What follows belongs to an exercise in optimizing a design on an open flow for small area; a production flow would make more cautious choices.
In this exercise RTL edits were held to simulation tests only and were not proved equivalent to the original.
Power and IR drop assume default switching activity.

==> module rd_or4, before the edit <==
module rd_or4 (
    input  logic [3:0] a,
    output logic       y
);
    assign y = |a;
endmodule
==> module rd_bit, before the edit <==
module rd_bit (
    input  logic [31:1] sel_n,
    input  logic [31:1] s,
    output logic        y
);
    logic [15:0] p;
    logic [3:0]  g;
    for (genvar k = 0; k < 15; k++) begin : g_pair
        rd_pair u_pair (
            .sel_n_a (sel_n[2*k+1]), .s_a (s[2*k+1]),
            .sel_n_b (sel_n[2*k+2]), .s_b (s[2*k+2]),
            .y       (p[k])
        );
    end
    rd_one u_one (.sel_n (sel_n[31]), .s (s[31]), .y (p[15]));
    for (genvar k = 0; k < 4; k++) begin : g_grp
        rd_or4 u_or (.a (p[4*k +: 4]), .y (g[k]));
    end
    rd_or4 u_out (.a (g), .y (y));
endmodule
==> flow/config.mk <==
export PLATFORM = sky130hd
export DESIGN_NAME = regfile_top
export DESIGN_NICKNAME = regfile_top
export VERILOG_FILES = /design/flow/design.v
export SDC_FILE = /design/flow/constraint.sdc
export NUM_CORES = 4
export LEC_CHECK = 0
export ABC_CLOCK_PERIOD_IN_PS = 6000
export CAP_MARGIN = 20
export CORE_MARGIN = 2
export CORE_UTILIZATION = 30
export CTS_CLUSTER_DIAMETER = 120
export CTS_CLUSTER_SIZE = 20
export PLACE_DENSITY = 0.5
export SLEW_MARGIN = 20
export SYNTH_HIERARCHICAL = 1
==> flow/constraint.sdc <==
create_clock -name core_clock -period 6.0 [get_ports {clk}]
set_input_delay 1.2000 -clock core_clock [delete_from_list [all_inputs] [get_ports {clk}]]
set_output_delay 1.2000 -clock core_clock [all_outputs]
set_load 0.01 [all_outputs]
standard.sh (not shown) runs the stock make flow with config.mk's settings and CLKGATE_MAP_FILE= SYNTH_SCRIPT=/design/flow/synth_recipe.tcl, a recipe that flattens the netlist after the stock synthesis.
==> flow/flow/run.sh <==
#!/bin/bash
# Layout flow: the standard flow (standard synthesis, floorplan, placement,
# CTS, routing) with two changes: port buffers are buf_2, and combinational
# cells that synthesis mapped to a larger drive strength are set back to
# drive 1 before floorplanning (flow/downsize.tcl); the flow's own repair
# steps upsize again where needed. Each tool's output goes to its own log.
set -euo pipefail
BUF="BUFFER_PORTS_ARGS=-buffer_cell sky130_fd_sc_hd__buf_2"
R=orfs/results/sky130hd/regfile_top/base
bash standard.sh "$BUF" synth > std_synth.log 2>&1
openroad -no_init -exit flow/downsize.tcl > downsize.log 2>&1
touch $R/1_synth.sdc
bash standard.sh "$BUF" finish > std_finish.log 2>&1
==> flow/flow/downsize.tcl <==
# Area recovery before floorplanning: every combinational cell that synthesis
# mapped to a larger drive strength is swapped to the drive-1 cell of the same
# function (same pins). Flip-flops keep their cells. Placement-time repair and
# timing repair upsize again wherever slew, capacitance or timing need it.
set R orfs/results/sky130hd/regfile_top/base
read_db $R/1_synth.odb
set db [ord::get_db]
set n 0
foreach inst [[ord::get_db_block] getInsts] {
  set m [[$inst getMaster] getName]
  if {![regexp {^(sky130_fd_sc_hd__([a-z0-9]+))_(\d+)$} $m -> base fn drive]} continue
  if {$drive eq "1"} continue
  if {[regexp {^(df|sdf|edf|sedf|dl|sdl|conb|clk|lpflow|tap|fill|decap|diode)} $fn]} continue
  set small [$db findMaster ${base}_1]
  if {$small eq "NULL"} continue
  if {[$inst swapMaster $small]} { incr n } else { puts "could not swap [$inst getName] $m" }
}
puts "downsized $n cells"
write_db $R/1_synth.odb
Change:
--- a/flow/design.v
+++ b/flow/design.v
@@ -98,9 +98,15 @@
     assign y = ~(sel_n | s);
 endmodule
-module rd_or4 (
+module rd_nor4 (
     input  logic [3:0] a,
+    output logic       y_n
+);
+    assign y_n = ~(|a);
+endmodule
+module rd_nand4 (
+    input  logic [3:0] a_n,
     output logic       y
 );
-    assign y = |a;
+    assign y = ~(&a_n);
 endmodule
 module rd_bit (
@@ -110,5 +116,5 @@
 );
     logic [15:0] p;
-    logic [3:0]  g;
+    logic [3:0]  g_n;
     for (genvar k = 0; k < 15; k++) begin : g_pair
         rd_pair u_pair (
@@ -119,8 +125,8 @@
     end
     rd_one u_one (.sel_n (sel_n[31]), .s (s[31]), .y (p[15]));
-    for (genvar k = 0; k < 4; k++) begin : g_grp
-        rd_or4 u_or (.a (p[4*k +: 4]), .y (g[k]));
-    end
-    rd_or4 u_out (.a (g), .y (y));
+    for (genvar g = 0; g < 4; g++) begin : g_grp
+        rd_nor4 u_nor (.a (p[4*g +: 4]), .y_n (g_n[g]));
+    end
+    rd_nand4 u_out (.a_n (g_n), .y (y));
 endmodule
 module dec_pre (
The new run completed without violations.
Global-route usage goes up by 1.3 points.
Die area goes down by 1.5%.
Flip-flop and latch count is unchanged.
Via count goes up by 1.8%.
Register-to-register slack is better by 0.53 ns.
Worst setup slack improves by 0.062 ns.
Core utilization went up by 0.76 points.
Maximum frequency goes up by about 1.1%.
Combinational power is about the same.
Cell area stays flat.

what the ideal ports hide:
Ports are ideal in the flow. The routed layouts listed here were re-timed in OpenROAD.
Step 1: set_driving_cell puts a clkbuf_16 on clk and a buf_2 on each other input, an assumption about the parent block.
Step 2 also shifts input and output timing later by t, the mid clock arrival at the registers, as if the neighbouring blocks saw the same clock.
Slacks: ideal ports / drivers / drivers and shift; pairs: ideal ports / drivers.
run | t, ns | setup slack, ns | worst setup path at the end | slew at the worst register clock pin (ns) | worst data-port slew with drivers (ns)
the first run | 0.877 | 0.282 / 0.199 / 0.238 | input to output | 0.11 / 0.11 | 0.20
the second run | 0.849 | 0.344 / 0.236 / 0.236 | input to output | 0.11 / 0.11 | 0.19
After both steps setup and hold are still met in every run listed. The setup slack of the second run, which loses most, moves by -0.108 ns with the drivers and by -0.108 ns with both steps.
